Source: an optimization exercise on an open RTL-to-GDS flow (aim: small area, a short achievable clock period and few clock cycles). Production flows keep margins and buffers that such runs may drop. At most, simulation tests tie the RTL to the original design; equivalence was not proved. Function not checked in run 1: the RTL went through the layout flow alone. Power and IR drop assume default switching activity.

==> flow/config.mk <==
export PLATFORM = sky130hd
export DESIGN_NAME = euclid_top
export DESIGN_NICKNAME = euclid_top
export VERILOG_FILES = /design/flow/design.v
export SDC_FILE = /design/flow/constraint.sdc
export NUM_CORES = 4
export LEC_CHECK = 0
export CAP_MARGIN = 20
export CORE_MARGIN = 2
export CORE_UTILIZATION = 40
export SLEW_MARGIN = 20
==> flow/constraint.sdc <==
create_clock -name core_clock -period 5.5 [get_ports {cr_intf}]
set_input_delay 1.1000 -clock core_clock [delete_from_list [all_inputs] [get_ports {cr_intf}]]
set_output_delay 1.1000 -clock core_clock [all_outputs]
set_load 0.01 [all_outputs]
==> flow/design.v <==
`default_nettype none
package euclid_pkg;
  localparam int X_W = 8;
  localparam int Y_W = 8;
endpackage
`default_nettype wire
`timescale 1ns/1ps
`default_nettype none
module euclid_top
(
  input  wire logic        cr_intf,
  input  wire logic        rst_n,
  input  wire logic        job_start,
  input  wire logic        job_shape,       
  input  wire logic [7:0]  job_p0_x,
  input  wire logic [7:0]  job_p0_y,
  input  wire logic [7:0]  job_p1_x,
  input  wire logic [7:0]  job_p1_y,
  input  wire logic [7:0]  job_p2_x,
  input  wire logic [7:0]  job_p2_y,
  input  wire logic [15:0] job_color,
  input  wire logic [2:0]  job_bzdepth,
  input  wire logic        pxl_ready,
  output logic             busy,
  output logic             job_done,
  output logic             pxl_valid,
  output logic [7:0]       pxl_x,
  output logic [7:0]       pxl_y,
  output logic [15:0]      pxl_color
);
  assign pxl_color = job_color;
  logic start_c;
  assign start_c = job_start & ~busy;
  logic [1:0] lp_c;
  always_comb
  begin
    case (job_bzdepth)
      3'd0, 3'd1: lp_c = 2'd0;
      3'd2:       lp_c = 2'd1;
      default:    lp_c = 2'd2;
    endcase
  end
  logic       g_act;
  logic [1:0] g_lvl;         
  logic       g_st;          
  logic [1:0] g_j;           
  logic [1:0] g_e;           
  logic [7:0] ta_x, ta_y, tb_x, tb_y, tc_x, tc_y;
  function automatic logic [7:0] mid(input logic [7:0] a, input logic [7:0] b);
    logic [8:0] s;
    s   = {1'b0, a} + {1'b0, b};
    mid = s[8:1];
  endfunction
  logic [7:0] mab_x, mab_y, mbc_x, mbc_y;
  assign mab_x = mid(ta_x, tb_x);
  assign mab_y = mid(ta_y, tb_y);
  assign mbc_x = mid(tb_x, tc_x);
  assign mbc_y = mid(tb_y, tc_y);
  logic       g_emit;        
  logic       g_jlast;
  logic       g_last;
  logic       g_dir;
  logic [7:0] g_ep_x, g_ep_y;
  logic       g_take;
  assign g_emit  = g_act & (g_lvl == lp_c);
  assign g_jlast = (lp_c == 2'd0) | ((lp_c == 2'd1) & g_j[0]) | (g_j == 2'd3);
  assign g_last  = (g_e == 2'd3) & g_jlast;
  assign g_dir   = ((lp_c == 2'd2) & (g_lvl == 2'd0)) ? g_j[1] : g_j[0];
  always_comb
  begin
    case (g_e)
      2'd0, 2'd1: begin g_ep_x = mab_x; g_ep_y = mab_y; end
      2'd2:       begin g_ep_x = tb_x;  g_ep_y = tb_y;  end
      default:    begin g_ep_x = tc_x;  g_ep_y = tc_y;  end
    endcase
  end
  logic       ne_v, ne_last;
  logic [7:0] ne_x, ne_y;
  logic       ne_take;
  assign g_take = g_emit & (~ne_v | ne_take);
  logic [7:0] ps_x, ps_y;    
  logic [7:0] en_x, en_y;    
  logic [7:0] dx, dy;
  logic       sx, sy;
  logic signed [9:0] err;
  logic       cur_last;
  assign pxl_x = ps_x;
  assign pxl_y = ps_y;
  logic at_end, accept, line_free;
  assign at_end    = (ps_x == en_x) & (ps_y == en_y);
  assign accept    = pxl_valid & pxl_ready;
  assign job_done  = accept & at_end & cur_last;
  assign line_free = ~pxl_valid | (accept & at_end & ~cur_last);
  assign ne_take   = busy & line_free & ne_v;
  logic [8:0] ddx_a, ddx_b, ddy_a, ddy_b;
  logic [7:0] ndx, ndy;
  logic       nsx, nsy;
  assign ddx_a = {1'b0, ne_x} - {1'b0, en_x};
  assign ddx_b = {1'b0, en_x} - {1'b0, ne_x};
  assign ddy_a = {1'b0, ne_y} - {1'b0, en_y};
  assign ddy_b = {1'b0, en_y} - {1'b0, ne_y};
  assign nsx   = ~ddx_a[8];
  assign nsy   = ~ddy_a[8];
  assign ndx   = nsx ? ddx_a[7:0] : ddx_b[7:0];
  assign ndy   = nsy ? ddy_a[7:0] : ddy_b[7:0];
  logic signed [10:0] tx, ty;
  logic step_x, step_y;
  logic signed [9:0] err_x, err_y, err_xy, err_nx;
  assign tx     = {err, 1'b0} + $signed({3'b000, dy});    
  assign ty     = $signed({3'b000, dx}) - {err, 1'b0};    
  assign step_x = ~tx[10] & (tx != 11'sd0);
  assign step_y = ~ty[10] & (ty != 11'sd0);
  assign err_x  = err - $signed({2'b00, dy});
  assign err_y  = err + $signed({2'b00, dx});
  assign err_xy = err + $signed({2'b00, dx}) - $signed({2'b00, dy});
  assign err_nx = ({10{step_x &  step_y}} & err_xy) |
                  ({10{step_x & ~step_y}} & err_x) |
                  ({10{~step_x}}          & err_y);
  always_ff @(posedge cr_intf or negedge rst_n)
  begin
    if (!rst_n)
    begin
      busy      <= 1'b0;
      pxl_valid <= 1'b0;
      ne_v      <= 1'b0;
      g_act     <= 1'b0;
    end
    else
    begin
      if (start_c)
      begin
        busy      <= 1'b1;
        pxl_valid <= 1'b0;
        ne_v      <= ~job_shape | (job_bzdepth == 3'd0);
        g_act     <= job_shape;
      end
      else
      begin
        if (job_done)
        begin
          busy      <= 1'b0;
          pxl_valid <= 1'b0;
        end
        else if (busy & line_free)
          pxl_valid <= ne_v;
        if (g_take)
          ne_v <= 1'b1;
        else if (ne_take)
          ne_v <= 1'b0;
        if (g_take & g_last)
          g_act <= 1'b0;
      end
    end
  end
  always_ff @(posedge cr_intf)
  begin
    if (start_c)
    begin
      ps_x     <= job_p0_x;
      ps_y     <= job_p0_y;
      en_x     <= job_p0_x;
      en_y     <= job_p0_y;
      ne_x     <= job_p1_x;
      ne_y     <= job_p1_y;
      ne_last  <= ~job_shape;
      ta_x     <= job_p0_x;
      ta_y     <= job_p0_y;
      tb_x     <= job_p1_x;
      tb_y     <= job_p1_y;
      tc_x     <= job_p2_x;
      tc_y     <= job_p2_y;
      g_lvl    <= 2'd0;
      g_e      <= (job_bzdepth == 3'd0) ? 2'd3 : 2'd0;
      g_st     <= 1'b0;
      g_j      <= 2'd0;
    end
    else
    begin
      if (g_act & ~g_emit)
      begin
        g_st <= ~g_st;
        if (!g_st)
        begin
          if (g_dir)
          begin
            ta_x <= mab_x; ta_y <= mab_y;
            tb_x <= mbc_x; tb_y <= mbc_y;
          end
          else
          begin
            tb_x <= mab_x; tb_y <= mab_y;
            tc_x <= mbc_x; tc_y <= mbc_y;
          end
        end
        else
        begin
          g_lvl <= g_lvl + 2'd1;
          if (g_dir)
          begin
            ta_x <= mab_x; ta_y <= mab_y;
          end
          else
          begin
            tc_x <= mbc_x; tc_y <= mbc_y;
          end
        end
      end
      else if (g_take)
      begin
        g_e <= g_e + 2'd1;
        if (g_e == 2'd0)
        begin
          ta_x <= mab_x; ta_y <= mab_y;
          tb_x <= mbc_x; tb_y <= mbc_y;
        end
        if (g_e == 2'd3)
        begin
          g_j   <= g_j + 2'd1;
          g_lvl <= 2'd0;
          ta_x  <= job_p0_x; ta_y <= job_p0_y;
          tb_x  <= job_p1_x; tb_y <= job_p1_y;
          tc_x  <= job_p2_x; tc_y <= job_p2_y;
        end
      end
      if (g_take)
      begin
        ne_x    <= g_ep_x;
        ne_y    <= g_ep_y;
        ne_last <= g_last;
      end
      if (ne_take)
      begin
        en_x     <= ne_x;
        en_y     <= ne_y;
        dx       <= ndx;
        dy       <= ndy;
        sx       <= nsx;
        sy       <= nsy;
        err      <= $signed({2'b00, ndx}) - $signed({2'b00, ndy});
        cur_last <= ne_last;
      end
      else if (accept & ~at_end)
      begin
        err <= err_nx[9:0];
        if (step_x)
          ps_x <= sx ? ps_x + 8'd1 : ps_x - 8'd1;
        if (step_y)
          ps_y <= sy ? ps_y + 8'd1 : ps_y - 8'd1;
      end
    end
  end
endmodule
`default_nettype wire
==> flow/run.sh <==
#!/bin/bash
# synth_recipe.tcl (not shown) runs the flow's synth.tcl, then flattens the netlist and writes it again
# the make line also repeats each setting of config.mk as NAME=value (left out here)
make -C /OpenROAD-flow-scripts/flow DESIGN_CONFIG=/design/flow/config.mk WORK_HOME=/design/flow/orfs CLKGATE_MAP_FILE= SYNTH_SCRIPT=/design/flow/synth_recipe.tcl finish
==> key figures, run 1 <==
Clock network
  – # clock sinks: between 100 and 150
  – CTS Root Cell: clkbuf_16
  – Post-CTS Setup Bufs: 0
  – CTS tree: built
  – CTS buffer count: 17
  – Clock latency (worst-skew pair): 0.44 ns
  – Gates resized, CTS repair: 0
  – Worst-path clk slew: 0.06 ns
  – Hold_buf cts: 0
  – CTS H-tree lvls: 4
  – Max Root-Sink Buffers: 2

Drt
  – TritonRoute pass-1 iters: 5
  – Via count: 8919
  – Via density per instance: 5.35
  – DRC marker count from the first detailed-route iteration: ~420
  – Drt wl/cell: 16.7 um
  – Residual DRC count: 0
  – Antenna Nets Post-Route: 0
  – WL final: roughly 28 mm

Floorplanning
  – Top Ports: 107
  – Die area: 30200 um2
  – Die Y-Extent: ~170 um
  – Starting Density: around 40%
  – Core ar.: between 20000 and 30000 um2
  – Site row count: 62
  – Die width: 174 um

STA
  – RSZ-0062 raised after global routing: false
  – Max transition margin: slightly below 30%
  – Clock skew: 0.0137 ns
  – Max Freq: 222 MHz
  – Final WS setup: 1.00 ns
  – Fin. Hold Viols: 0
  – Period utilization: 81.8%
  – Final setup fails: 0
  – Fin crit period: 4.50 ns
  – Max-slew violation count: 0
  – Setup TNS: 0 ns
  – Actual slew at the worst max-slew pin: 1.06 ns

Cells and area
  – Ratio of cells with drive above 1 in the final layout: about 7.3%
  – Post-Layout Inst Area: 13100 um2
  – Synth-to-Final Area Change: 14.1%
  – Highest-count cells in the layout ignoring fill and taps: edfxtp_1 (128), o21ai_0 (126), nand2_1 (123)
  – Fillers: around 2.8k
  – Ant. Diodes: 0
  – Most common library cell in the layout ignoring fill and taps: edfxtp_1
  – Layout Nets: ~1.5k

Logic synthesis
  – Synth warn: 1
  – Unique masters post-synth: 76
  – Net count after synthesis: 1429
  – Post-Synthesis Cells: 1219
  – Ys flop type: edfxtp_1
  – Post-synthesis sequential area ratio: between 30% and 40%
  – FF+latch count, synth: 137
  – Syn avg cell area: approximately 9.4 um2
  – Post-synth EDFFs: 128
  – Ys async rst share: roughly 2.9%
  – Post-synthesis cell area: 11500 um2

Placement
  – IO Port Bufs: 74
  – HPWL Detailed: 22.4 mm
  – Placement Setup Slack: a little under 1 ns
  – Area post-placement: roughly 13000 um2
  – GPL Wtd Cong: 0.824

Power
  – Static Leak: 5.35 nW
  – Power Density: roughly 450 nW/um2
  – Max VDD drop: about 0.23 mV
  – Total Power: a little under 6 mW

Worst setup path
  – Cell with the largest stage delay on the worst path: edfxtp_1
  – Worst setup SP type: flip-flop
  – Top Family by Delay on Critical Path: compound AO/OA/AOI/OAI gates
  – Worst path cell trace: inv_1 -> ha_1 -> inv_1 -> fa_1 -> a21o_1 -> a211oi_1 -> o21ai_0 -> nand2_1 -> buf_4 -> mux2i_1 -> a221o_1 -> nand2_1 -> nand2_1 -> xor2_1 -> ha_1 -> o21ai_0 -> nand2b_1 -> a211oi_1 -> nor2_1 -> o21ai_0 -> a21oi_1 -> a41o_2 -> a21oi_1
  – Delay of the slowest cell on the worst path: 0.40 ns
  – Worst EP required: between 5 and 6 ns
  – Crit path kind: flip-flop to flip-flop
  – Critical Path AT: 4.78 ns
  – Worst path bufs/invs: 3
  – Critical Path Sink Type: flip-flop
  – Largest fanout on the critical path: 15

Job
  – Max-capacitance violation count: 0

Global route
  – Overflow after GRT: 0
  – Initial antenna violation count: 0
  – Vias in the first global route: 9088
  – First-pass GRT wire length: 45.2 mm
  – Total GRT Usage: 18.5%
  – Largest net degree at the start of global routing: 48

Min path
  – Min-Delay Path Class: flip-flop to flip-flop

Outcome
  – Status: timing/DRC/antenna clean
-- layer usage --
metal	vias to the layer above	wire length [um]	global-route usage, %
li1	4467	-	-
met1	4258	12500	23.6
met2	169	13800	33.2
met3	25	1030	2.48
met4	0	405	4.80
met5	-	0	0
-- worst paths after layout --
| kind | startpoint | end | slack [ns] | depth (start not counted) |
|---|---|---|---|---|
| max reg2reg | ne_x[0] | err[9] | 1.00 | 23 |
| max in group asynchronous | rst_n | pxl_valid | 4.45 | 1 |
| min reg2reg | ne_last | cur_last | 0.43 | 0 |
| min in group asynchronous | rst_n | busy | 0.87 | 1 |
| max | ne_x[0] | err[9] | 1.00 | 23 |
| min | ne_last | cur_last | 0.43 | 0 |
-- logic make-up after synthesis --
family,Yosys count,share of synthesized area (%)
compound gates,349,19.6
xor+xnor,90,6.85
fa+ha+maj,138,16.0
buf+inv,167,6.18
flops,137,35.1
mux,50,4.70
simple gates,288,11.5
-- sequential cells by signal (all words and copies together) (netlist names), 2 cells and up --
| name | count |
|---|---|
| err | 10 |
| dy | 8 |
| ta_y | 8 |
| g_lvl | 2 |
| en_x | 8 |
| en_y | 8 |
| ne_y | 8 |
| tb_x | 8 |
| dx | 8 |
| ps_y | 8 |
| tc_y | 8 |
| ps_x | 8 |
| tc_x | 8 |
| ne_x | 8 |
| tb_y | 8 |
| g_j | 2 |
| ta_x | 8 |
| g_e | 2 |
-- Yosys cell counts (17+ instances only) --
cell | n | area share, %
nor2_1 | 66 | 2.2
mux2_2 | 28 | 2.7
o21ai_0 | 129 | 5.6
nand3_1 | 17 | 0.74
xnor2_1 | 55 | 4.2
xor2_1 | 35 | 2.7
a21oi_1 | 70 | 3.0
nand2_1 | 123 | 4.0
inv_1 | 113 | 3.7
ha_1 | 122 | 13
clkbuf_1 | 32 | 1.0
nor2b_1 | 19 | 1.0
edfxtp_1 | 128 | 33
mux2i_1 | 21 | 1.8
-- final cells by class --
type                       instances  area, um2  share of cell area [%]
multi-input combinational        915       6770                    51.5
sequential                       137       4040                    30.8
timing repair buffer              85        823                    6.27
tap                              384        480                    3.66
clock buffer                      19        443                    3.37
inverter                         114        428                    3.26
clock inverter                    13        148                    1.12
-- where the power goes --
part	internal [mW]	leakage, nW	switching [mW]
logic	1.40	3.82	1.59
registers	1.48	1.25	0.235
clock network	0.683	0.276	0.474
-- per-stage QoR --
stage | cells | utilization, % | hold WS [ns]
floorplan | 1219 | - | 0.400
global placement | 1635 | 43.9 | 0.411
detailed placement | 1635 | 43.9 | 0.412
CTS | 1667 | 46.0 | 0.428
global route | 1667 | 46.0 | 0.453
finish | 1667 | 46.0 | 0.431
==> run 2, diff against run 1 <==
--- a/flow/design.v
+++ b/flow/design.v
@@ -48,8 +48,24 @@
   logic [7:0] ta_x, ta_y, tb_x, tb_y, tc_x, tc_y;
   function automatic logic [7:0] mid(input logic [7:0] a, input logic [7:0] b);
     logic [8:0] s;
-    s   = {1'b0, a} + {1'b0, b};
-    mid = s[8:1];
+    logic       cy;
+    cy = 1'b0;
+    for (int i = 0; i < 8; i++)
+    begin
+      s[i] = a[i] ^ b[i] ^ cy;
+      cy   = (a[i] & b[i]) | (cy & (a[i] ^ b[i]));
+    end
+    s[8] = cy;
+    mid  = s[8:1];
+  endfunction
+  function automatic logic [7:0] step1(input logic [7:0] x, input logic up);
+    logic t;
+    t = 1'b1;
+    for (int i = 0; i < 8; i++)
+    begin
+      step1[i] = x[i] ^ t;
+      t        = t & (x[i] ^ ~up);
+    end
   endfunction
   logic [7:0] mab_x, mab_y, mbc_x, mbc_y;
   assign mab_x = mid(ta_x, tb_x);
@@ -243,9 +259,9 @@
       begin
         err <= err_nx[9:0];
         if (step_x)
-          ps_x <= sx ? ps_x + 8'd1 : ps_x - 8'd1;
+          ps_x <= step1(ps_x, sx);
         if (step_y)
-          ps_y <= sy ? ps_y + 8'd1 : ps_y - 8'd1;
+          ps_y <= step1(ps_y, sy);
       end
     end
   end
--- a/flow/config.mk
+++ b/flow/config.mk
@@ -7,5 +7,6 @@
 export LEC_CHECK = 0
 export CAP_MARGIN = 20
 export CORE_MARGIN = 2
-export CORE_UTILIZATION = 40
+export CORE_UTILIZATION = 60
+export PLACE_DENSITY = 0.75
 export SLEW_MARGIN = 20
==> run 2 against run 1 <==
First-iteration DRC count is 58% higher. Synthesized cell count is 4.3% lower. Routed wire length is 1.7% lower. Worst setup slack better by 0.27 ns. Register-to-register slack better by 0.27 ns. Clock skew is 0.0080 ns lower. Synthesized area is 3.6% lower. Count of clock-buffer cells in the layout is 2 lower. Utilization is 23 points higher. Sequential power is 6% higher. Via count is 1.8% lower. Non-clock buffer count is 1 lower.
==> key figures, run 2 <==
Logic synthesis
  – Yosys top cell area share: 34.6% (+1.3 points)
  – FF+latch count, synth: 137 (unchanged)
  – Post-synthesis sequential area ratio: 36.5% (+1.3 points)
  – Post-synth EDFFs: 128 (unchanged)
  – Post-Synthesis Cells: 1166 (-4.3%)
  – Post-synth top cells: edfxtp_1 (128), o21ai_0 (111), inv_1 (109), nand2_1 (109), ha_1 (82)
  – Synth warn: 1 (unchanged)
  – Synth area leaders: edfxtp_1 (35%), ha_1 (9.2%), fa_1 (6.9%)
  – Most common cell in the netlist: edfxtp_1
  – Net count after synthesis: 1358 (-5.0%)
  – Post-synthesis cell area: 11100 um2 (-3.6%)
  – Ys async rst share: 2.92% (unchanged)
  – Dominant cell type by area after synthesis: edfxtp_1
  – Ys flop type: edfxtp_1
  – Syn avg cell area: 9.51 um2 (+0.74%)
  – Unique masters post-synth: 69 (-9.2%)

Cells and area
  – Layout Nets: 1403 (-5.2%)
  – Highest-count cells in the layout ignoring fill and taps: edfxtp_1 (128), inv_1 (109), nand2_1 (109)
  – Top reg by flops: err
  – Most common library cell in the layout ignoring fill and taps: edfxtp_1
  – Max FFs per register: 10 (unchanged)
  – Synth-to-Final Area Change: 12.7%
  – Ant. Diodes: 0 (unchanged)
  – Post-Layout Inst Area: 12500 um2 (-4.8%)
  – Fillers: 1410 (-50%)
  – Ratio of cells with drive above 1 in the final layout: 6.13% (-1.2 points)

STA
  – Max Freq: 237 MHz (+6.5%)
  – Fin crit period: 4.22 ns (-0.274 ns)
  – Max-slew violation count: 0 (unchanged)
  – RSZ-0062 raised after global routing: false
  – Setup TNS: 0 ns (unchanged)
  – Final WS setup: 1.28 ns (+0.274 ns)
  – Clock skew: 0.00574 ns (-0.00796 ns)
  – Fin. Hold Viols: 0 (unchanged)
  – Final setup fails: 0 (unchanged)
  – Actual slew at the worst max-slew pin: 1.13 ns (+0.0696 ns)
  – Period utilization: 76.8% (-5.0 points)
  – Max transition margin: 24.0% (-5.1 points)

Worst setup path
  – R2R Setup Slk: 1.28 ns (+0.27 ns)
  – Worst EP required: 5.76 ns (-0.02 ns)
  – Reg-to-reg startpoint: en_y[0]
  – Cell with the largest stage delay on the worst path: or3b_2
  – Critical Path Sink Type: flip-flop
  – Crit path kind: flip-flop to flip-flop
  – Capturing point of the worst reg2reg path: err[6]
  – Largest fanout on the critical path: 5 (-10)
  – Critical Path AT: 4.48 ns (-0.30 ns)
  – Top Family by Delay on Critical Path: compound AO/OA/AOI/OAI gates
  – Worst path cell trace: ha_1 -> fa_1 -> nor2b_1 -> o21a_1 -> o21ai_1 -> a21oi_1 -> nor2_1 -> mux2_2 -> fa_1 -> a21o_1 -> a21oi_1 -> nand2b_1 -> a21boi_0 -> o21ai_0 -> or3b_2 -> o31ai_1
  – Worst path bufs/invs: 0 (-3)
  – Delay of the slowest cell on the worst path: 0.46 ns (+0.06 ns)
  – Worst Reg-to-Reg Cells: 16 (-30%)
  – Worst setup SP type: flip-flop

Drt
  – M1 WL: 11.1 mm (-11%)
  – Residual DRC count: 0 (unchanged)
  – TritonRoute pass-1 iters: 5 (unchanged)
  – Drt wl/cell: 18.8 um (+13%)
  – Top Metal Used: met4
  – Via density per instance: 6.03 (+13%)
  – Routed wl met2: 13.4 mm (-3.2%)
  – WL met3: 1.75 mm (+70%)
  – Antenna Nets Post-Route: 0 (unchanged)
  – Via count: 8760 (-1.8%)
  – WL final: 27.3 mm (-1.7%)
  – DRC marker count from the first detailed-route iteration: 659 (+58%)

Floorplanning
  – Die width: 140 um (-19%)
  – Site row count: 49 (-21%)
  – Starting Density: 61.5% (+21 points)
  – Die Y-Extent: 140 um (-19%)
  – Die area: 19600 um2 (-35%)
  – Top Ports: 107 (unchanged)
  – Core ar.: 18000 um2 (-37%)

Placement
  – Area post-placement: 11900 um2 (-5.0%)
  – HPWL Detailed: 20.9 mm (-6.7%)
  – GPL Wtd Cong: 0.890 (+7.9%)
  – Placement Setup Slack: 1.30 ns (+0.313 ns)
  – IO Port Bufs: 74 (unchanged)

Min path
  – Hold path cells: 0 (unchanged)
  – Worst hold endpoint: cur_last
  – Hold Crit Start: ne_last
  – Min-Delay Path Class: flip-flop to flip-flop

Clock network
  – Max Root-Sink Buffers: 2 (unchanged)
  – Worst-path clk slew: 0.06 ns (about the same)
  – Gates resized, CTS repair: 0 (unchanged)
  – CTS H-tree lvls: 4 (unchanged)
  – # clock sinks: 137 (unchanged)
  – Hold_buf cts: 0 (unchanged)
  – Clock latency (worst-skew pair): 0.43 ns (about the same)
  – CTS tree: built
  – CTS buffer count: 17 (unchanged)
  – CTS Root Cell: clkbuf_16
  – Post-CTS Setup Bufs: 0 (unchanged)

Global route
  – Largest net degree at the start of global routing: 66 (+38%)
  – Vias in the first global route: 8485 (-6.6%)
  – Overflow after GRT: 0 (unchanged)
  – Total GRT Usage: 28.3% (+9.8 points)
  – First-pass GRT wire length: 43.7 mm (-3.4%)
  – Initial antenna violation count: 0 (unchanged)

Power
  – Power Density: 494 nW/um2 (+11%)
  – Total Power: 6.17 mW (+5.4%)
  – Static Leak: 4.97 nW (-7.0%)
  – Max VDD drop: 0.455 mV (+98%)

Job
  – Max-capacitance violation count: 0 (unchanged)

Outcome
  – Status: timing/DRC/antenna clean
[run 2: cell count changes in the layout (fill, tap and decap cells not counted), moves of 12 or more]
| cell | change |
|---|---|
| a21oi_1 | -12 |
| and2_1 | +15 |
| fa_1 | +22 |
| ha_1 | -40 |
| nand2_1 | -14 |
| nor3_1 | +12 |
| o21ai_0 | -19 |
| xnor2_1 | -22 |
[run 2: worst register-to-register path: cells and delay by family, from the launching register on]
family	cells	cell delay, ns
compound gates	8	1.33
mux	1	0.35
flops	1	0.42
simple gates	4	0.89
fa+ha+maj	3	1.07
[run 2: worst max path at each step]
stage | slack, ns | startpoint | cells past startpoint | end
final | 1.28 | en_y[0] | 16 | err[6]
after floorplan | 1.67 | en_y[0] | 16 | err[6]
after global routing | 0.94 | ne_x[5] | 17 | err[7]
after detailed placement | 1.30 | en_y[0] | 16 | err[6]
after global placement | 1.34 | en_y[0] | 16 | err[6]
after CTS | 1.27 | en_y[0] | 16 | err[6]
[run 2: kinds of logic (layout without fill, tap and decap cells)]
kind of cell | after synthesis | count (layout) | share of synthesized area [%]
simple gates | 308 | 308 | 13.1
mux | 35 | 35 | 3.41
compound gates | 327 | 327 | 18.9
buf+inv | 167 | 225 | 6.28
xor+xnor | 72 | 72 | 5.68
flops | 137 | 137 | 36.5
fa+ha+maj | 120 | 120 | 16.1
[run 2: layer usage]
layer / global-route usage, % / vias up
met3: 4.65 / 51
li1: - / 4267
met4: 12.9 / 0
met5: 0 / -
met1: 36.4 / 4118
met2: 47.4 / 324
[run 2: stage by stage]
stage / hold WS, ns / cells / util (%)
final: 0.426 / 1453 / 69.4
after global routing: 0.441 / 1453 / 69.4
after CTS: 0.427 / 1453 / 69.3
after detailed placement: 0.416 / 1421 / 66.1
after global placement: 0.420 / 1421 / 66.1
after floorplan: 0.400 / 1166 / -
[run 2: where the power goes]
group / total [mW] / switching, mW / internal [mW]
clock: 1.15 / 0.444 / 0.703
sequential: 1.83 / 0.304 / 1.52
combinational: 3.20 / 1.78 / 1.42
total: 6.17 / 2.53 / 3.65
[run 2: layout make-up]
| class | count | area, um2 | share of cell area, % |
|---|---|---|---|
| multi-input cells | 862 | 6370 | 50.9 |
| clock inverters | 15 | 158 | 1.26 |
| repair buffers | 84 | 816 | 6.52 |
| flip-flops and latches | 137 | 4040 | 32.3 |
| well taps | 229 | 287 | 2.29 |
| clock buffers | 17 | 425 | 3.40 |
| inverters | 109 | 409 | 3.27 |
Testbench counts of run 2, summed over its fixed seeds: cycles 68,592.
==> run 3, diff against run 2 <==
--- a/flow/config.mk
+++ b/flow/config.mk
@@ -7,6 +7,6 @@
 export LEC_CHECK = 0
 export CAP_MARGIN = 20
 export CORE_MARGIN = 2
-export CORE_UTILIZATION = 60
-export PLACE_DENSITY = 0.75
+export CORE_UTILIZATION = 40
+export CTS_BUF_LIST = sky130_fd_sc_hd__clkbuf_8
 export SLEW_MARGIN = 20
==> run 3 against run 2 <==
Die area grew 48%. Fmax is 0.60% lower. Sequential power barely moved. Sequential share of layout area shrank 0.061 points. Still clean. Highest routed layer unchanged. Final area increased by 0.19%. Flip-flop and latch count unchanged.
==> key figures, run 3 <==
Logic synthesis
  – Yosys top cell area share: 34.6% (unchanged)
  – Most common cell in the netlist: edfxtp_1
  – Post-synthesis sequential area ratio: 36.5% (unchanged)
  – Ys flop type: edfxtp_1
  – Dominant cell type by area after synthesis: edfxtp_1
  – Syn avg cell area: 9.51 um2 (unchanged)
  – FF+latch count, synth: 137 (unchanged)
  – Post-synth EDFFs: 128 (unchanged)
  – Post-synth top cells: edfxtp_1 (128), o21ai_0 (111), inv_1 (109), nand2_1 (109), ha_1 (82)
  – Net count after synthesis: 1358 (unchanged)
  – Synth warn: 1 (unchanged)
  – Post-synthesis cell area: 11100 um2 (unchanged)
  – Unique masters post-synth: 69 (unchanged)
  – Ys async rst share: 2.92% (unchanged)
  – Synth area leaders: edfxtp_1 (35%), ha_1 (9.2%), fa_1 (6.9%)
  – Post-Synthesis Cells: 1166 (unchanged)

Floorplanning
  – Die Y-Extent: 171 um (+22%)
  – Starting Density: 40.9% (-21 points)
  – Die width: 171 um (+22%)
  – Core ar.: 27100 um2 (+50%)
  – Die area: 29100 um2 (+48%)
  – Site row count: 60 (+22%)
  – Top Ports: 107 (unchanged)

STA
  – Final setup fails: 0 (unchanged)
  – RSZ-0062 raised after global routing: false
  – Clock skew: 0.0240 ns (+0.0182 ns)
  – Fin crit period: 4.25 ns (+0.0257 ns)
  – Actual slew at the worst max-slew pin: 0.994 ns (-0.139 ns)
  – Worst Hold Slack: 0.448 ns (+0.0217 ns)
  – Max-slew violation count: 0 (unchanged)
  – Max transition margin: 33.3% (+9.3 points)
  – Max Freq: 235 MHz (-0.60%)
  – Period utilization: 77.3% (+0.47 points)
  – Setup TNS: 0 ns (unchanged)
  – Fin. Hold Viols: 0 (unchanged)

Clock network
  – CTS tree: built
  – CTS Root Cell: clkbuf_8
  – Post-CTS Setup Bufs: 0 (unchanged)
  – Hold_buf cts: 0 (unchanged)
  – Max Root-Sink Buffers: 2 (unchanged)
  – # clock sinks: 137 (unchanged)
  – Clock latency (worst-skew pair): 0.48 ns (+0.05 ns)
  – CTS H-tree lvls: 4 (unchanged)
  – CTS buffer count: 17 (unchanged)
  – Worst-path clk slew: 0.09 ns (+0.03 ns)
  – Gates resized, CTS repair: 0 (unchanged)

Global route
  – First-pass GRT wire length: 45.2 mm (+3.5%)
  – Vias in the first global route: 8384 (-1.2%)
  – Overflow after GRT: 0 (unchanged)
  – Initial antenna violation count: 0 (unchanged)
  – Total GRT Usage: 20.0% (-8.3 points)
  – Largest net degree at the start of global routing: 74 (+12%)

Worst setup path
  – Critical Path Sink Type: flip-flop
  – Crit path launch: en_y[0]
  – Largest fanout on the critical path: 5 (unchanged)
  – Crit path kind: flip-flop to flip-flop
  – Critical Path AT: 4.54 ns (+0.06 ns)
  – Worst setup SP type: flip-flop
  – Worst EP required: 5.79 ns (+0.03 ns)
  – Reg-to-reg startpoint: en_y[0]

Drt
  – WL final: 28.3 mm (+3.4%)
  – DRC marker count from the first detailed-route iteration: 710 (+7.7%)
  – Residual DRC count: 0 (unchanged)
  – Antenna Nets Post-Route: 0 (unchanged)
  – TritonRoute pass-1 iters: 5 (unchanged)
  – Drt wl/cell: 17.7 um (-6.0%)
  – Via density per instance: 5.46 (-9.5%)
  – Via count: 8723 (-0.42%)

Power
  – Switching Share: 43.9% (+3.0 points)
  – Power Density: 468 nW/um2 (-5.1%)
  – Combinational group share of total power: 54.4% (+2.6 points)
  – Max VDD drop: 0.158 mV (-65%)
  – Psw: 2.58 mW (+2.1%)
  – Static Leak: 4.91 nW (-1.3%)
  – Clock share of power: 14.5% (-4.1 points)
  – Flop pwr share: 31.1% (+1.5 points)
  – Internal power: 3.29 mW (-9.8%)

Cells and area
  – Storage element area: 4040 um2 (unchanged)
  – Ratio of cells with drive above 1 in the final layout: 6.61% (+0.48 points)
  – Multi-input gate area: 6370 um2 (unchanged)
  – Ant. Diodes: 0 (unchanged)
  – Synth-to-Final Area Change: 12.9%
  – Highest-count cells in the layout ignoring fill and taps: edfxtp_1 (128), inv_1 (109), nand2_1 (109)
  – Final cell count without fillers: 1598 (+10%)
  – Max FFs per register: 10 (unchanged)
  – Fillers: 2646 (+88%)
  – Layout Nets: 1405 (+0.14%)
  – Post-Layout Inst Area: 12500 um2 (+0.19%)
  – Top reg by flops: err
  – Most common library cell in the layout ignoring fill and taps: edfxtp_1

Job
  – Max-capacitance violation count: 0 (unchanged)

Min path
  – Hold Crit Start: ne_last
  – Min-Delay Path Class: flip-flop to flip-flop

Placement
  – HPWL Detailed: 21.8 mm (+4.6%)
  – Inst Count DP: 1566 (+10%)
  – IO Port Bufs: 74 (unchanged)
  – GPL Wtd Cong: 0.833 (-6.3%)
  – Area post-placement: 12100 um2 (+1.7%)

Outcome
  – Status: timing/DRC/antenna clean
## run 3: cells by family after synthesis
logic type               Yosys count  synth area share, %
buffers and inverters            167                 6.28
multiplexers                      35                 3.41
adder cells (fa/ha/maj)          120                 16.1
AND/OR/NAND/NOR                  308                 13.1
AO/OA/AOI/OAI                    327                 18.9
flip-flops                       137                 36.5
XOR/XNOR                          72                 5.68
## run 3: worst paths after layout
path	to	slack (ns)	cells after the start
setup / recovery	err[6]	1.25	16
hold / removal	cur_last	0.45	0
setup reg to reg	err[6]	1.25	16
min in group asynchronous	busy	0.82	1
hold reg to reg	cur_last	0.45	0
max in group asynchronous	g_act	4.51	1
## run 3: critical path: stages, from the launching register on
cell and delay [ns]:
edfxtp_1 0.44, ha_1 0.23, fa_1 0.39, nor2b_1 0.13, o21a_1 0.12, o21ai_1 0.06, a21oi_1 0.33, nor2_1 0.17
mux2_2 0.35, fa_1 0.44, a21o_1 0.20, a21oi_1 0.20, nand2b_1 0.13, a21boi_0 0.10, o21ai_0 0.21, or3b_2 0.47
o31ai_1 0.08
## run 3: routing by layer
metal	vias up	wire, um	global-route usage, %
met5	-	0	0
met4	0	411	5.72
met3	33	1330	3.24
met2	238	13500	32.8
met1	4178	13000	27.3
li1	4274	-	-
## run 3: final cells by class
| class | count | area share [%] |
|---|---|---|
| well taps | 372 | 3.71 |
| flip-flops and latches | 137 | 32.3 |
| inverters | 109 | 3.27 |
| clock inverters | 15 | 1.33 |
| clock buffers | 17 | 1.87 |
| repair buffers | 86 | 6.73 |
| multi-input cells | 862 | 50.8 |
## run 3: power by group through the flow
| stage | clock (mW) | sequential (mW) | combinational, mW |
|---|---|---|---|
| floorplan | 0 | 1.73 | 2.40 |
| global placement | 0 | 1.84 | 3.14 |
| detailed placement | 0 | 1.85 | 3.17 |
| CTS | 0.870 | 1.82 | 3.19 |
| global route | 0.909 | 1.86 | 3.58 |
| finish | 0.851 | 1.83 | 3.19 |
## run 3: through the flow
stage	setup slack [ns]	power [mW]	utilization, %
floorplan	1.67	4.13	-
global placement	1.38	4.98	44.7
detailed placement	1.27	5.02	44.7
CTS	1.23	5.89	46.2
finish	1.25	5.87	46.2
global route	0.955	6.35	46.2
==> run 4, diff against run 3 <==
--- a/flow/config.mk
+++ b/flow/config.mk
@@ -9,4 +9,5 @@
 export CORE_MARGIN = 2
 export CORE_UTILIZATION = 40
 export CTS_BUF_LIST = sky130_fd_sc_hd__clkbuf_8
+export SETUP_SLACK_MARGIN = 0.6
 export SLEW_MARGIN = 20
==> run 4 against run 3 <==
Utilization did not move. Non-clock buffer count did not move. Sequential power barely moved. Final cell count did not move. Highest routed layer unchanged.
==> key figures, run 4 <==
Clock network
  – Hold_buf cts: 0 (unchanged)
  – CTS tree: built
  – Max Root-Sink Buffers: 2 (unchanged)
  – # clock sinks: 137 (unchanged)
  – Worst-path clk slew: 0.09 ns (about the same)
  – Post-CTS Setup Bufs: 0 (unchanged)
  – CTS H-tree lvls: 4 (unchanged)
  – Clock latency (worst-skew pair): 0.48 ns (about the same)
  – Gates resized, CTS repair: 0 (unchanged)
  – CTS Root Cell: clkbuf_8
  – CTS buffer count: 17 (unchanged)

Worst setup path
  – Delay of the slowest cell on the worst path: 0.47 ns (about the same)
  – Worst setup SP type: flip-flop
  – Crit path launch: en_y[0]
  – Cell with the largest stage delay on the worst path: or3b_2
  – Critical Path Sink Type: flip-flop
  – R2R Setup Slk: 1.25 ns (about the same)
  – Worst EP required: 5.79 ns (about the same)
  – Worst path bufs/invs: 0 (unchanged)
  – Worst Reg-to-Reg Cells: 16 (unchanged)
  – Top Family by Delay on Critical Path: compound AO/OA/AOI/OAI gates
  – Capturing point of the worst reg2reg path: err[6]
  – Largest fanout on the critical path: 5 (unchanged)
  – Reg-to-reg startpoint: en_y[0]
  – Crit path kind: flip-flop to flip-flop
  – Worst path cell trace: ha_1 -> fa_1 -> nor2b_1 -> o21a_1 -> o21ai_1 -> a21oi_1 -> nor2_1 -> mux2_2 -> fa_1 -> a21o_1 -> a21oi_1 -> nand2b_1 -> a21boi_0 -> o21ai_0 -> or3b_2 -> o31ai_1
  – Critical Path AT: 4.54 ns (about the same)

Power
  – Power Density: 468 nW/um2 (unchanged)
  – Max VDD drop: 0.158 mV (unchanged)
  – Static Leak: 4.91 nW (unchanged)

Placement
  – GPL Wtd Cong: 0.833 (unchanged)
  – IO Port Bufs: 74 (unchanged)
  – Inst Count DP: 1566 (unchanged)
  – HPWL Detailed: 21.8 mm (unchanged)

STA
  – Max-slew violation count: 0 (unchanged)
  – Fin. Hold Viols: 0 (unchanged)
  – Final setup fails: 0 (unchanged)
  – Fin crit period: 4.25 ns (unchanged)
  – Max transition margin: 33.3% (unchanged)
  – Actual slew at the worst max-slew pin: 0.994 ns (unchanged)
  – Setup TNS: 0 ns (unchanged)
  – Period utilization: 77.3% (unchanged)
  – RSZ-0062 raised after global routing: false
  – Max Freq: 235 MHz (unchanged)
  – Clock skew: 0.0240 ns (unchanged)

Logic synthesis
  – FF+latch count, synth: 137 (unchanged)
  – Post-synthesis sequential area ratio: 36.5% (unchanged)
  – Dominant cell type by area after synthesis: edfxtp_1
  – Syn avg cell area: 9.51 um2 (unchanged)
  – Post-Synthesis Cells: 1166 (unchanged)
  – Post-synth top cells: edfxtp_1 (128), o21ai_0 (111), inv_1 (109), nand2_1 (109), ha_1 (82)
  – Net count after synthesis: 1358 (unchanged)
  – Ys flop type: edfxtp_1
  – Post-synth EDFFs: 128 (unchanged)
  – Synth warn: 1 (unchanged)
  – Post-synthesis cell area: 11100 um2 (unchanged)
  – Ys async rst share: 2.92% (unchanged)
  – Unique masters post-synth: 69 (unchanged)
  – Yosys top cell area share: 34.6% (unchanged)
  – Synth area leaders: edfxtp_1 (35%), ha_1 (9.2%), fa_1 (6.9%)
  – Most common cell in the netlist: edfxtp_1

Cells and area
  – Ratio of cells with drive above 1 in the final layout: 6.61% (unchanged)
  – Synth-to-Final Area Change: 12.9% (unchanged)
  – Most common library cell in the layout ignoring fill and taps: edfxtp_1
  – Final cell count without fillers: 1598 (unchanged)
  – Max FFs per register: 10 (unchanged)
  – Layout Nets: 1405 (unchanged)
  – Top reg by flops: err
  – Ant. Diodes: 0 (unchanged)
  – Highest-count cells in the layout ignoring fill and taps: edfxtp_1 (128), inv_1 (109), nand2_1 (109)

Drt
  – Antenna Nets Post-Route: 0 (unchanged)
  – Via density per instance: 5.46 (unchanged)
  – TritonRoute pass-1 iters: 5 (unchanged)
  – Via count: 8723 (unchanged)
  – WL final: 28.3 mm (unchanged)
  – Drt wl/cell: 17.7 um (unchanged)
  – DRC marker count from the first detailed-route iteration: 710 (unchanged)
  – Residual DRC count: 0 (unchanged)

Outcome
  – Status: timing/DRC/antenna clean

Job
  – Max-capacitance violation count: 0 (unchanged)

Global route
  – Overflow after GRT: 0 (unchanged)
  – Vias in the first global route: 8384 (unchanged)
  – First-pass GRT wire length: 45.2 mm (unchanged)
  – Largest net degree at the start of global routing: 74 (unchanged)
  – Initial antenna violation count: 0 (unchanged)
  – Total GRT Usage: 20.0% (unchanged)

Min path
  – Hold Crit Start: ne_last
  – Hold path cells: 0 (unchanged)
  – Worst hold endpoint: cur_last
  – Min-Delay Path Class: flip-flop to flip-flop

Floorplanning
  – Die Y-Extent: 171 um (unchanged)
  – Die width: 171 um (unchanged)
  – Top Ports: 107 (unchanged)
  – Die area: 29100 um2 (unchanged)
  – Site row count: 60 (unchanged)
  – Core ar.: 27100 um2 (unchanged)
  – Starting Density: 40.9% (unchanged)
[run 4: cell counts after synthesis]
Identical to the previous run, type by type.
[run 4: worst max-delay path by stage]
| stage | endpoint | cells after the start | slack [ns] |
|---|---|---|---|
| floorplan | err[6] | 16 | 1.67 |
| global placement | err[6] | 16 | 1.38 |
| detailed placement | err[6] | 16 | 1.27 |
| CTS | err[6] | 16 | 1.23 |
| global route | err[6] | 16 | 0.96 |
| finish | err[6] | 16 | 1.25 |
[run 4: final cells by class]
cell class                 instances  area, um2
clock buffer                      17        234
multi-input combinational        862       6370
fill                            2646      14600
timing repair buffer              86        843
tap                              372        465
sequential                       137       4040
clock inverter                    15        166
inverter                         109        409
[run 4: cell families (layout without fill, tap and decap cells)]
group,count (synthesis),count (layout),synth area share (%)
fa+ha+maj,120,120,16.1
simple gates,308,308,13.1
buf+inv,167,227,6.28
compound gates,327,327,18.9
xor+xnor,72,72,5.68
flops,137,137,36.5
mux,35,35,3.41
[run 4: metal layers]
layer  share of wire, %  wire [um]  track usage, %
met4                1.5        411            5.72
met5                  0          0               0
met1                 46      13000            27.3
met2                 48      13500            32.8
met3                4.7       1330            3.24
[run 4: power by group]
| group | switching, mW | total [mW] | internal [mW] |
|---|---|---|---|
| combinational | 1.77 | 3.19 | 1.42 |
| clock | 0.504 | 0.851 | 0.347 |
| sequential | 0.308 | 1.83 | 1.52 |
[run 4: stage by stage]
stage	setup WS, ns	instance area [um2]	hold WS (ns)	total power, mW	util, %
6_report	1.25	12500	0.448	5.87	46.2
5_1_grt	0.955	12500	0.463	6.35	46.2
4_1_cts	1.23	12500	0.452	5.89	46.2
3_5_place_dp	1.27	12100	0.439	5.02	44.7
3_3_place_gp	1.38	12100	0.410	4.98	44.7
2_1_floorplan	1.67	11100	0.400	4.13	-
==> run 5, diff against run 4 <==
--- a/flow/config.mk
+++ b/flow/config.mk
@@ -8,6 +8,4 @@
 export CAP_MARGIN = 20
 export CORE_MARGIN = 2
 export CORE_UTILIZATION = 40
-export CTS_BUF_LIST = sky130_fd_sc_hd__clkbuf_8
-export SETUP_SLACK_MARGIN = 0.6
 export SLEW_MARGIN = 20
==> run 5 against run 4 <==
Routed wire length is 0.81% higher. Synthesized area stayed put. Critical path type unchanged. Final area rose by 1.5%. Non-clock buffer count is the same. Sequential share of layout area decreased by 0.49 points. Count of clock-buffer cells in the layout is the same. Synthesized cell count is the same. Total power increased by 5.2%. Global-route usage is 0.11 points higher. Still clean on timing, DRC and antenna. Register-to-register slack improved by 0.02 ns. Fmax is 0.35% higher. Utilization grew 0.71 points. Highest routed layer unchanged.
==> key figures, run 5 <==
Outcome
  – Status: timing/DRC/antenna clean

Logic synthesis
  – Post-synth top cells: edfxtp_1 (128), o21ai_0 (111), inv_1 (109), nand2_1 (109), ha_1 (82)
  – FF+latch count, synth: 137 (unchanged)
  – Dominant cell type by area after synthesis: edfxtp_1
  – Most common cell in the netlist: edfxtp_1
  – Post-synth EDFFs: 128 (unchanged)
  – Synth Area in Simple Gates: 13.1% (unchanged)
  – Synth area leaders: edfxtp_1 (35%), ha_1 (9.2%), fa_1 (6.9%)
  – Xor/xnor share of the synthesized area: 5.68% (unchanged)
  – Unique masters post-synth: 69 (unchanged)
  – Syn avg cell area: 9.51 um2 (unchanged)
  – Ys flop type: edfxtp_1
  – Post-synthesis cell area: 11100 um2 (unchanged)
  – Adder-cell share of the synthesized area: 16.1% (unchanged)
  – Yosys top cell area share: 34.6% (unchanged)
  – Net count after synthesis: 1358 (unchanged)
  – Complex-gate fraction of the synthesized area: 18.9% (unchanged)
  – Post-synthesis sequential area ratio: 36.5% (unchanged)
  – Synth warn: 1 (unchanged)
  – Largest family of logic cells by synthesized area: compound AO/OA/AOI/OAI gates
  – Ys async rst share: 2.92% (unchanged)
  – Mux share of post-synthesis cell area: 3.41% (unchanged)
  – Post-Synthesis Cells: 1166 (unchanged)

Floorplanning
  – Site row count: 60 (unchanged)
  – Die width: 171 um (unchanged)
  – Die area: 29100 um2 (unchanged)
  – Starting Density: 40.9% (unchanged)
  – Core ar.: 27100 um2 (unchanged)
  – Die Y-Extent: 171 um (unchanged)
  – Top Ports: 107 (unchanged)

Clock network
  – Hold_buf cts: 0 (unchanged)
  – CTS buffer count: 17 (unchanged)
  – CTS Root Cell: clkbuf_16
  – Max Root-Sink Buffers: 2 (unchanged)
  – # clock sinks: 137 (unchanged)
  – Post-CTS Setup Bufs: 0 (unchanged)
  – Gates resized, CTS repair: 0 (unchanged)
  – Clock latency (worst-skew pair): 0.43 ns (-0.05 ns)
  – CTS tree: built
  – CTS H-tree lvls: 4 (unchanged)
  – Worst-path clk slew: 0.07 ns (-0.02 ns)

Worst setup path
  – Top Family by Delay on Critical Path: compound AO/OA/AOI/OAI gates
  – Worst path cell trace: ha_1 -> fa_1 -> nor2b_1 -> o21a_1 -> o21ai_1 -> a21oi_1 -> nor2_1 -> mux2_2 -> fa_1 -> a21o_1 -> a21oi_1 -> nand2b_1 -> a21boi_0 -> o21ai_0 -> or3b_2 -> o31ai_1
  – Worst setup path end: err[6]
  – Worst setup SP type: flip-flop
  – Stages on the worst setup path: 16 (unchanged)
  – Crit path launch: en_y[0]
  – Delay of the slowest cell on the worst path: 0.47 ns (about the same)
  – R2R Setup Slk: 1.27 ns (+0.02 ns)
  – Reg-to-reg startpoint: en_y[0]
  – Largest fanout on the critical path: 5 (unchanged)
  – Crit path kind: flip-flop to flip-flop
  – Capturing point of the worst reg2reg path: err[6]
  – Worst EP required: 5.75 ns (-0.04 ns)
  – Cell with the largest stage delay on the worst path: or3b_2
  – Critical Path Sink Type: flip-flop
  – Worst Reg-to-Reg Cells: 16 (unchanged)
  – Critical Path AT: 4.48 ns (-0.06 ns)
  – Worst path bufs/invs: 0 (unchanged)

STA
  – Fin crit period: 4.23 ns (-0.0150 ns)
  – Max-slew violation count: 0 (unchanged)
  – RSZ-0062 raised after global routing: false
  – Final setup fails: 0 (unchanged)
  – Setup TNS: 0 ns (unchanged)
  – Period utilization: 77.0% (-0.27 points)
  – Max transition margin: 33.5% (+0.20 points)
  – Max Freq: 236 MHz (+0.35%)
  – Clock skew: 0.0160 ns (-0.00793 ns)
  – Fin. Hold Viols: 0 (unchanged)
  – Actual slew at the worst max-slew pin: 0.991 ns (-0.00292 ns)

Cells and area
  – Storage element area: 4040 um2 (unchanged)
  – Max FFs per register: 10 (unchanged)
  – Final cell count without fillers: 1598 (unchanged)
  – Top reg by flops: err
  – Ant. Diodes: 0 (unchanged)
  – Ratio of cells with drive above 1 in the final layout: 6.61% (unchanged)
  – Multi-input gate area: 6370 um2 (unchanged)
  – Fillers: 2641 (-0.19%)
  – Most common library cell in the layout ignoring fill and taps: edfxtp_1
  – Highest-count cells in the layout ignoring fill and taps: edfxtp_1 (128), inv_1 (109), nand2_1 (109)
  – Layout Nets: 1405 (unchanged)
  – Synth-to-Final Area Change: 14.7%

Power
  – Psw: 2.62 mW (+1.4%)
  – Switching Share: 42.4% (-1.6 points)
  – Internal power: 3.56 mW (+8.1%)
  – Max VDD drop: 0.230 mV (+46%)
  – Flop pwr share: 29.6% (-1.5 points)
  – Static Leak: 4.99 nW (+1.8%)
  – Power Density: 485 nW/um2 (+3.6%)
  – Clock share of power: 18.6% (+4.1 points)
  – Combinational group share of total power: 51.7% (-2.7 points)

Drt
  – Antenna Nets Post-Route: 0 (unchanged)
  – Drt wl/cell: 17.8 um (+0.81%)
  – Via density per instance: 5.46 (about the same)
  – WL final: 28.5 mm (+0.81%)
  – Via count: 8721 (-0.023%)
  – TritonRoute pass-1 iters: 5 (unchanged)
  – Residual DRC count: 0 (unchanged)
  – DRC marker count from the first detailed-route iteration: 684 (-3.7%)

Global route
  – Initial antenna violation count: 0 (unchanged)
  – Total GRT Usage: 20.1% (+0.11 points)
  – First-pass GRT wire length: 45.4 mm (+0.47%)
  – Vias in the first global route: 8414 (+0.36%)
  – Largest net degree at the start of global routing: 74 (unchanged)
  – Overflow after GRT: 0 (unchanged)

Min path
  – Hold path cells: 0 (unchanged)
  – Min-Delay Path Class: flip-flop to flip-flop

Placement
  – GPL Wtd Cong: 0.833 (unchanged)
  – Inst Count DP: 1566 (unchanged)
  – HPWL Detailed: 21.8 mm (unchanged)
  – IO Port Bufs: 74 (unchanged)

Job
  – Max-capacitance violation count: 0 (unchanged)
[run 5: cell counts after synthesis]
No cell type changed its count.
[run 5: per-layer routing]
metal  track usage (%)  share of wire (%)  vias to the layer above
met2              33.2                 48                      279
met5                 0                  0                        -
met3              3.19                4.9                       34
met1              27.3                 46                     4139
li1                  -                  -                     4269
met4              5.95                1.5                        0
[run 5: how the worst min path moves through the flow]
stage | endpoint | slack (ns) | startpoint
3_5_place_dp | cur_last | 0.44 | ne_last
6_report | cur_last | 0.44 | ne_last
4_1_cts | cur_last | 0.44 | ne_last
5_1_grt | cur_last | 0.45 | ne_last
3_3_place_gp | cur_last | 0.41 | ne_last
2_1_floorplan | cur_last | 0.40 | ne_last
[run 5: logic make-up after synthesis]
| family | count (synthesis) |
|---|---|
| mux | 35 |
| xor+xnor | 72 |
| flops | 137 |
| simple gates | 308 |
| compound gates | 327 |
| fa+ha+maj | 120 |
| buf+inv | 167 |
[run 5: metrics by stage]
stage | total power, mW | utilization (%) | hold WS [ns] | instance area [um2] | setup slack, ns
after floorplan | 4.13 | - | 0.400 | 11100 | 1.67
after global placement | 4.98 | 44.7 | 0.410 | 12100 | 1.38
after detailed placement | 5.02 | 44.7 | 0.439 | 12100 | 1.27
after CTS | 6.19 | 46.9 | 0.445 | 12700 | 1.24
after global routing | 6.65 | 46.9 | 0.454 | 12700 | 0.948
final | 6.17 | 46.9 | 0.442 | 12700 | 1.27
[run 5: power groups by stage]
stage	logic [mW]	registers (mW)	clock network, mW
after floorplan	2.40	1.73	0
after global placement	3.14	1.84	0
after detailed placement	3.17	1.85	0
after CTS	3.19	1.83	1.17
after global routing	3.58	1.86	1.21
final	3.19	1.83	1.15
[run 5: worst register-to-register path, delay by kind of cell, from the launching register on]
kind,cells,cell delay [ns]
flops,1,0.43
fa+ha+maj,3,1.07
mux,1,0.35
compound gates,8,1.29
simple gates,4,0.90
[run 5: final cells by class]
| cell class | instances | share of cell area, % |
|---|---|---|
| flip-flops and latches | 137 | 31.8 |
| multi-input cells | 862 | 50.1 |
| repair buffers | 86 | 6.63 |
| well taps | 372 | 3.66 |
| inverters | 109 | 3.22 |
| clock inverters | 15 | 1.31 |
| clock buffers | 17 | 3.34 |
==> run 6, diff against run 5 <==
--- a/flow/config.mk
+++ b/flow/config.mk
@@ -8,4 +8,5 @@
 export CAP_MARGIN = 20
 export CORE_MARGIN = 2
 export CORE_UTILIZATION = 40
+export CTS_BUF_LIST = sky130_fd_sc_hd__clkbuf_4 sky130_fd_sc_hd__clkbuf_8
 export SLEW_MARGIN = 20
==> run 6 against run 5 <==
Sequential share of layout area up 0.49 points. Highest routed layer unchanged. Critical path type unchanged. Utilization down 0.71 points. Worst setup slack worse by 0.015 ns. Non-clock buffer count unchanged. Combinational power about the same. Critical path depth unchanged. Flip-flop and latch count unchanged. Final area down 1.5%. Synthesized area unchanged.
==> key figures, run 6 <==
Clock network
  – Max Root-Sink Buffers: 2 (unchanged)
  – CTS Root Cell: clkbuf_8
  – Hold_buf cts: 0 (unchanged)
  – Clock latency (worst-skew pair): 0.48 ns (+0.05 ns)
  – # clock sinks: 137 (unchanged)
  – Post-CTS Setup Bufs: 0 (unchanged)
  – Worst-path clk slew: 0.09 ns (+0.02 ns)
  – CTS tree: built
  – CTS H-tree lvls: 4 (unchanged)
  – Gates resized, CTS repair: 0 (unchanged)
  – CTS buffer count: 17 (unchanged)

STA
  – Actual slew at the worst max-slew pin: 0.994 ns (+0.00292 ns)
  – Fin crit period: 4.25 ns (+0.0150 ns)
  – RSZ-0062 raised after global routing: false
  – Final WS setup: 1.25 ns (-0.0150 ns)
  – Max Freq: 235 MHz (-0.35%)
  – Setup TNS: 0 ns (unchanged)
  – Max transition margin: 33.3% (-0.20 points)
  – Max-slew violation count: 0 (unchanged)
  – Period utilization: 77.3% (+0.27 points)
  – Fin. Hold Viols: 0 (unchanged)
  – Final setup fails: 0 (unchanged)
  – Clock skew: 0.0240 ns (+0.00793 ns)

Drt
  – Drt wl/cell: 17.7 um (-0.80%)
  – WL final: 28.3 mm (-0.80%)
  – TritonRoute pass-1 iters: 5 (unchanged)
  – Antenna Nets Post-Route: 0 (unchanged)
  – Via count: 8723 (+0.023%)
  – DRC marker count from the first detailed-route iteration: 710 (+3.8%)
  – Via density per instance: 5.46 (about the same)
  – Residual DRC count: 0 (unchanged)

Global route
  – Largest net degree at the start of global routing: 74 (unchanged)
  – Initial antenna violation count: 0 (unchanged)
  – First-pass GRT wire length: 45.2 mm (-0.47%)
  – Total GRT Usage: 20.0% (-0.11 points)
  – Vias in the first global route: 8384 (-0.36%)
  – Overflow after GRT: 0 (unchanged)

Logic synthesis
  – FF+latch count, synth: 137 (unchanged)
  – Unique masters post-synth: 69 (unchanged)
  – Net count after synthesis: 1358 (unchanged)
  – Dominant cell type by area after synthesis: edfxtp_1
  – Ys async rst share: 2.92% (unchanged)
  – Post-Synthesis Cells: 1166 (unchanged)
  – Post-synth top cells: edfxtp_1 (128), o21ai_0 (111), inv_1 (109), nand2_1 (109), ha_1 (82)
  – Post-synth EDFFs: 128 (unchanged)
  – Post-synthesis sequential area ratio: 36.5% (unchanged)
  – Synth warn: 1 (unchanged)
  – Syn avg cell area: 9.51 um2 (unchanged)
  – Synth area leaders: edfxtp_1 (35%), ha_1 (9.2%), fa_1 (6.9%)
  – Post-synthesis cell area: 11100 um2 (unchanged)
  – Ys flop type: edfxtp_1
  – Most common cell in the netlist: edfxtp_1
  – Yosys top cell area share: 34.6% (unchanged)

Power
  – Static Leak: 4.91 nW (-1.7%)
  – Total Power: 5.87 mW (-4.9%)
  – Max VDD drop: 0.158 mV (-31%)
  – Power Density: 468 nW/um2 (-3.5%)

Worst setup path
  – R2R Setup Slk: 1.25 ns (-0.02 ns)
  – Crit path kind: flip-flop to flip-flop
  – Worst setup SP type: flip-flop
  – Critical Path AT: 4.54 ns (+0.06 ns)
  – Reg-to-reg startpoint: en_y[0]
  – Largest fanout on the critical path: 5 (unchanged)
  – Worst EP required: 5.79 ns (+0.04 ns)
  – Worst Reg-to-Reg Cells: 16 (unchanged)
  – Capturing point of the worst reg2reg path: err[6]
  – Critical Path Sink Type: flip-flop

Placement
  – Placement Setup Slack: 1.27 ns (unchanged)
  – GPL Wtd Cong: 0.833 (unchanged)
  – HPWL Detailed: 21.8 mm (unchanged)
  – Inst Count DP: 1566 (unchanged)
  – IO Port Bufs: 74 (unchanged)

Floorplanning
  – Top Ports: 107 (unchanged)
  – Site row count: 60 (unchanged)
  – Die area: 29100 um2 (unchanged)
  – Die Y-Extent: 171 um (unchanged)
  – Die width: 171 um (unchanged)
  – Starting Density: 40.9% (unchanged)
  – Core ar.: 27100 um2 (unchanged)

Cells and area
  – Ant. Diodes: 0 (unchanged)
  – Layout Utilization: 46.2% (-0.71 points)
  – Ratio of cells with drive above 1 in the final layout: 6.61% (unchanged)
  – Final cell count without fillers: 1598 (unchanged)
  – Layout Nets: 1405 (unchanged)
  – Max FFs per register: 10 (unchanged)
  – Synth-to-Final Area Change: 12.9%
  – Top reg by flops: err
  – Most common library cell in the layout ignoring fill and taps: edfxtp_1
  – Highest-count cells in the layout ignoring fill and taps: edfxtp_1 (128), inv_1 (109), nand2_1 (109)

Min path
  – Hold path cells: 0 (unchanged)
  – Hold Crit Start: ne_last
  – Min-Delay Path Class: flip-flop to flip-flop
  – Worst hold endpoint: cur_last

Job
  – Max-capacitance violation count: 0 (unchanged)

Outcome
  – Status: timing/DRC/antenna clean
## run 6: changes by cell type in the layout (fill, tap and decap cells not counted)
cell | previous run | this run
clkbuf_16 | 17 | 0
clkbuf_8 | 0 | 17
## run 6: worst max-delay path, cell delays in order (launching register included)
cell and delay (ns):
edfxtp_1 0.44, ha_1 0.23, fa_1 0.39, nor2b_1 0.13
o21a_1 0.12, o21ai_1 0.06, a21oi_1 0.33, nor2_1 0.17
mux2_2 0.35, fa_1 0.44, a21o_1 0.20, a21oi_1 0.20
nand2b_1 0.13, a21boi_0 0.10, o21ai_0 0.21, or3b_2 0.47
o31ai_1 0.08
## run 6: worst max-delay path by stage
stage	startpoint	slack, ns	to
2_1_floorplan	en_y[0]	1.67	err[6]
3_3_place_gp	en_y[0]	1.38	err[6]
3_5_place_dp	en_y[0]	1.27	err[6]
4_1_cts	en_y[0]	1.23	err[6]
5_1_grt	en_x[0]	0.96	err[6]
6_report	en_y[0]	1.25	err[6]
## run 6: power breakdown
| group | switching, mW | internal [mW] | leakage, nW |
|---|---|---|---|
| sequential | 0.308 | 1.52 | 1.26 |
| combinational | 1.77 | 1.42 | 3.44 |
| clock | 0.504 | 0.347 | 0.205 |
## run 6: kinds of logic after synthesis
logic type / count (synthesis) / synth area share, %
adder cells (fa/ha/maj): 120 / 16.1
buffers and inverters: 167 / 6.28
flip-flops: 137 / 36.5
AND/OR/NAND/NOR: 308 / 13.1
multiplexers: 35 / 3.41
XOR/XNOR: 72 / 5.68
AO/OA/AOI/OAI: 327 / 18.9
## run 6: area by class of cell
cell class	instances	area, um2
clock buffer	17	234
clock inverter	15	166
fill	2646	14600
inverter	109	409
multi-input combinational	862	6370
sequential	137	4040
tap	372	465
timing repair buffer	86	843
## run 6: per-layer routing
metal,up-vias,routed length [um],track usage [%]
met4,0,411,5.72
met5,-,0,0
met1,4178,13000,27.3
li1,4274,-,-
met3,33,1330,3.24
met2,238,13500,32.8
## run 6: stage by stage
step                cell area [um2]  hold WS, ns
floorplan                     11100        0.400
global placement              12100        0.410
detailed placement            12100        0.439
CTS                           12500        0.452
global route                  12500        0.463
finish                        12500        0.448
==> run 7, diff against run 6 <==
--- a/flow/design.v
+++ b/flow/design.v
@@ -122,10 +122,10 @@
   logic signed [10:0] tx, ty;
   logic step_x, step_y;
   logic signed [9:0] err_x, err_y, err_xy, err_nx;
-  assign tx     = {err, 1'b0} + $signed({3'b000, dy});    
-  assign ty     = $signed({3'b000, dx}) - {err, 1'b0};    
-  assign step_x = ~tx[10] & (tx != 11'sd0);
-  assign step_y = ~ty[10] & (ty != 11'sd0);
+  assign tx     = {err, 1'b0};                            
+  assign ty     = -$signed({3'b000, dy});
+  assign step_x = (tx > ty);                              
+  assign step_y = (tx < $signed({3'b000, dx}));           
   assign err_x  = err - $signed({2'b00, dy});
   assign err_y  = err + $signed({2'b00, dx});
   assign err_xy = err + $signed({2'b00, dx}) - $signed({2'b00, dy});
--- a/flow/config.mk
+++ b/flow/config.mk
@@ -8,5 +8,5 @@
 export CAP_MARGIN = 20
 export CORE_MARGIN = 2
 export CORE_UTILIZATION = 40
-export CTS_BUF_LIST = sky130_fd_sc_hd__clkbuf_4 sky130_fd_sc_hd__clkbuf_8
+export CTS_BUF_LIST = sky130_fd_sc_hd__clkbuf_8
 export SLEW_MARGIN = 20
==> run 7 against run 6 <==
Critical endpoint is now err[9]. Critical path depth increased by 1. Hold slack got worse by 0.0041 ns. Still clean. Highest routed layer unchanged. Total power shrank 21%.
==> key figures, run 7 <==
Outcome
  – Status: timing/DRC/antenna clean

STA
  – Setup TNS: 0 ns (unchanged)
  – Final WS setup: 1.24 ns (-0.0108 ns)
  – Period utilization: 77.5% (+0.20 points)
  – Max Freq: 235 MHz (-0.25%)
  – RSZ-0062 raised after global routing: false
  – Clock skew: 0.0149 ns (-0.00904 ns)
  – Max-slew violation count: 0 (unchanged)
  – Max transition margin: 33.9% (+0.57 points)
  – Actual slew at the worst max-slew pin: 0.992 ns (-0.00193 ns)

Placement
  – Placement Setup Slack: 1.29 ns (+0.0247 ns)
  – Inst Count DP: 1458 (-6.9%)
  – HPWL Detailed: 20.4 mm (-6.7%)

Floorplanning
  – Site row count: 59 (-1.7%)
  – Die Y-Extent: 168 um (-1.7%)
  – Die width: 168 um (-1.7%)
  – Die area: 28100 um2 (-3.4%)
  – Core ar.: 26200 um2 (-3.3%)

Clock network
  – CTS H-tree lvls: 4 (unchanged)
  – Hold_buf cts: 0 (unchanged)
  – CTS buffer count: 17 (unchanged)
  – Max Root-Sink Buffers: 2 (unchanged)
  – Worst-path clk slew: 0.08 ns (about the same)
  – CTS Root Cell: clkbuf_8
  – Clock latency (worst-skew pair): 0.47 ns (about the same)
  – # clock sinks: 137 (unchanged)
  – Gates resized, CTS repair: 0 (unchanged)

Logic synthesis
  – Unique masters post-synth: 72 (+4.3%)
  – Syn avg cell area: 9.78 um2 (+2.8%)
  – Post-synthesis cell area: 10700 um2 (-3.4%)
  – Ys async rst share: 2.92% (unchanged)
  – Dominant cell type by area after synthesis: edfxtp_1
  – Ys flop type: edfxtp_1
  – Post-synth EDFFs: 128 (unchanged)
  – Synth warn: 1 (unchanged)
  – Post-synthesis sequential area ratio: 37.8% (+1.3 points)
  – Net count after synthesis: 1289 (-5.1%)
  – Most common cell in the netlist: edfxtp_1
  – Post-synth top cells: edfxtp_1 (128), nand2_1 (106), o21ai_0 (106), inv_1 (99), ha_1 (86)
  – Post-Synthesis Cells: 1095 (-6.1%)

Cells and area
  – Synth-to-Final Area Change: 12.7%
  – Layout Nets: 1336 (-4.9%)
  – Storage element area: 4040 um2 (unchanged)
  – Final cell count without fillers: 1490 (-6.8%)
  – Max FFs per register: 10 (unchanged)
  – Highest-count cells in the layout ignoring fill and taps: edfxtp_1 (128), nand2_1 (106), o21ai_0 (104)
  – Fillers: 2548 (-3.7%)

Drt
  – TritonRoute pass-1 iters: 5 (unchanged)
  – M1 WL: 11.9 mm (-8.1%)
  – Antenna Nets Post-Route: 0 (unchanged)
  – Drt wl/cell: 17.6 um (-0.34%)
  – Residual DRC count: 0 (unchanged)
  – Top Metal Used: met4
  – WL final: 26.3 mm (-7.1%)
  – Routed wl met2: 12.4 mm (-8.4%)
  – WL met3: 1.41 mm (+5.4%)

Power
  – Switching Share: 38.7% (-5.2 points)
  – Flop pwr share: 35.1% (+4.0 points)
  – Psw: 1.79 mW (-31%)
  – Combinational group share of total power: 46.4% (-8.0 points)
  – Power Density: 383 nW/um2 (-18%)
  – Clock share of power: 18.5% (+4.0 points)

Global route
  – Total GRT Usage: 19.1% (-0.90 points)
  – Vias in the first global route: 8067 (-3.8%)
  – First-pass GRT wire length: 42.6 mm (-5.8%)
  – Largest net degree at the start of global routing: 53 (-28%)
  – Initial antenna violation count: 0 (unchanged)

Worst setup path
  – Largest fanout on the critical path: 12 (+7)
  – Worst EP required: 5.81 ns (+0.02 ns)
  – Crit path kind: flip-flop to flip-flop
  – Critical Path Sink Type: flip-flop
## run 7: changes by cell type in the layout (fill, tap and decap cells not counted), sizes merged, moves of 6 or more
cell	change
nor3	-8
a21boi	-8
a211oi	-6
xor2	-16
a21oi	+11
xnor2	+19
and2	-7
inv	-16
mux2i	+12
nor2	-7
o31ai	-7
o21a	-8
## run 7: logic make-up (layout without fill, tap and decap cells)
kind of cell / count (synthesis) / after routing / synth area share [%]
compound gates: 279 / 279 / 16.0
buf+inv: 159 / 219 / 6.37
flops: 137 / 137 / 37.8
mux: 51 / 51 / 5.14
xor+xnor: 75 / 75 / 6.13
simple gates: 272 / 272 / 11.8
fa+ha+maj: 122 / 122 / 16.8
## run 7: layout make-up
| cell class | instances | share of cell area (%) |
|---|---|---|
| Multi-Input combinational cell | 799 | 49.7 |
| Sequential cell | 137 | 33.5 |
| Timing Repair Buffer | 87 | 6.95 |
| Tap cell | 335 | 3.47 |
| Inverter | 100 | 3.11 |
| Clock buffer | 17 | 1.94 |
| Clock inverter | 15 | 1.37 |
## run 7: path summary, 6_finish.rpt
check | cells after the start | startpoint | slack, ns | end
setup / recovery | 17 | en_x[0] | 1.24 | err[9]
hold / removal | 0 | ne_last | 0.44 | cur_last
setup reg to reg | 17 | en_x[0] | 1.24 | err[9]
hold reg to reg | 0 | ne_last | 0.44 | cur_last
max in group asynchronous | 1 | rst_n | 4.51 | pxl_valid
min in group asynchronous | 1 | rst_n | 0.83 | busy
## run 7: layer usage
layer | up-vias | GRT usage (%)
met5 | - | 0
met4 | 0 | 6.05
met3 | 37 | 2.55
met2 | 235 | 32.0
met1 | 3812 | 25.8
li1 | 3973 | -
## run 7: power groups by stage
stage               Sequential, mW  Clock (mW)  Combinational (mW)
floorplan                     1.56           0                1.59
detailed placement            1.64           0                2.13
CTS                           1.62       0.873                2.14
finish                        1.62       0.856                2.14
global placement              1.64           0                2.09
global route                  1.64       0.910                2.41
## run 7: worst max-delay path, cell delays in order, from the launching register on
cell and delay (ns):
edfxtp_1 0.43, ha_1 0.25, fa_1 0.39, inv_1 0.07
a21oi_1 0.07, o21ai_0 0.17, o22a_1 0.48, mux2i_1 0.49
nand2_1 0.13, o311a_1 0.31, o311a_1 0.13, ha_1 0.36
o21ai_0 0.09, a21oi_1 0.05, o21a_1 0.18, o21ai_0 0.27
nand2_1 0.10, o2bb2ai_1 0.13
## run 7: per-stage QoR
step           hold WS (ns)  utilization [%]  instance area [um2]  power, mW
6_report              0.444             46.1                12100       4.62
5_1_grt               0.455             46.1                12100       4.96
4_1_cts               0.444             46.1                12100       4.63
3_5_place_dp          0.421             44.5                11700       3.77
3_3_place_gp          0.407             44.5                11700       3.73
2_1_floorplan         0.400                -                10700       3.15
Testbench counts of run 7, summed over its fixed seeds: cycles 68,592.

Setup slack of run 7, layout unchanged: 1.240 ns with ideal ports, 1.214 ns with driving cells assumed (clock clkbuf_16, inputs buf_2), 1.240 ns with port delays also shifted by the 0.500 ns mid clock arrival.
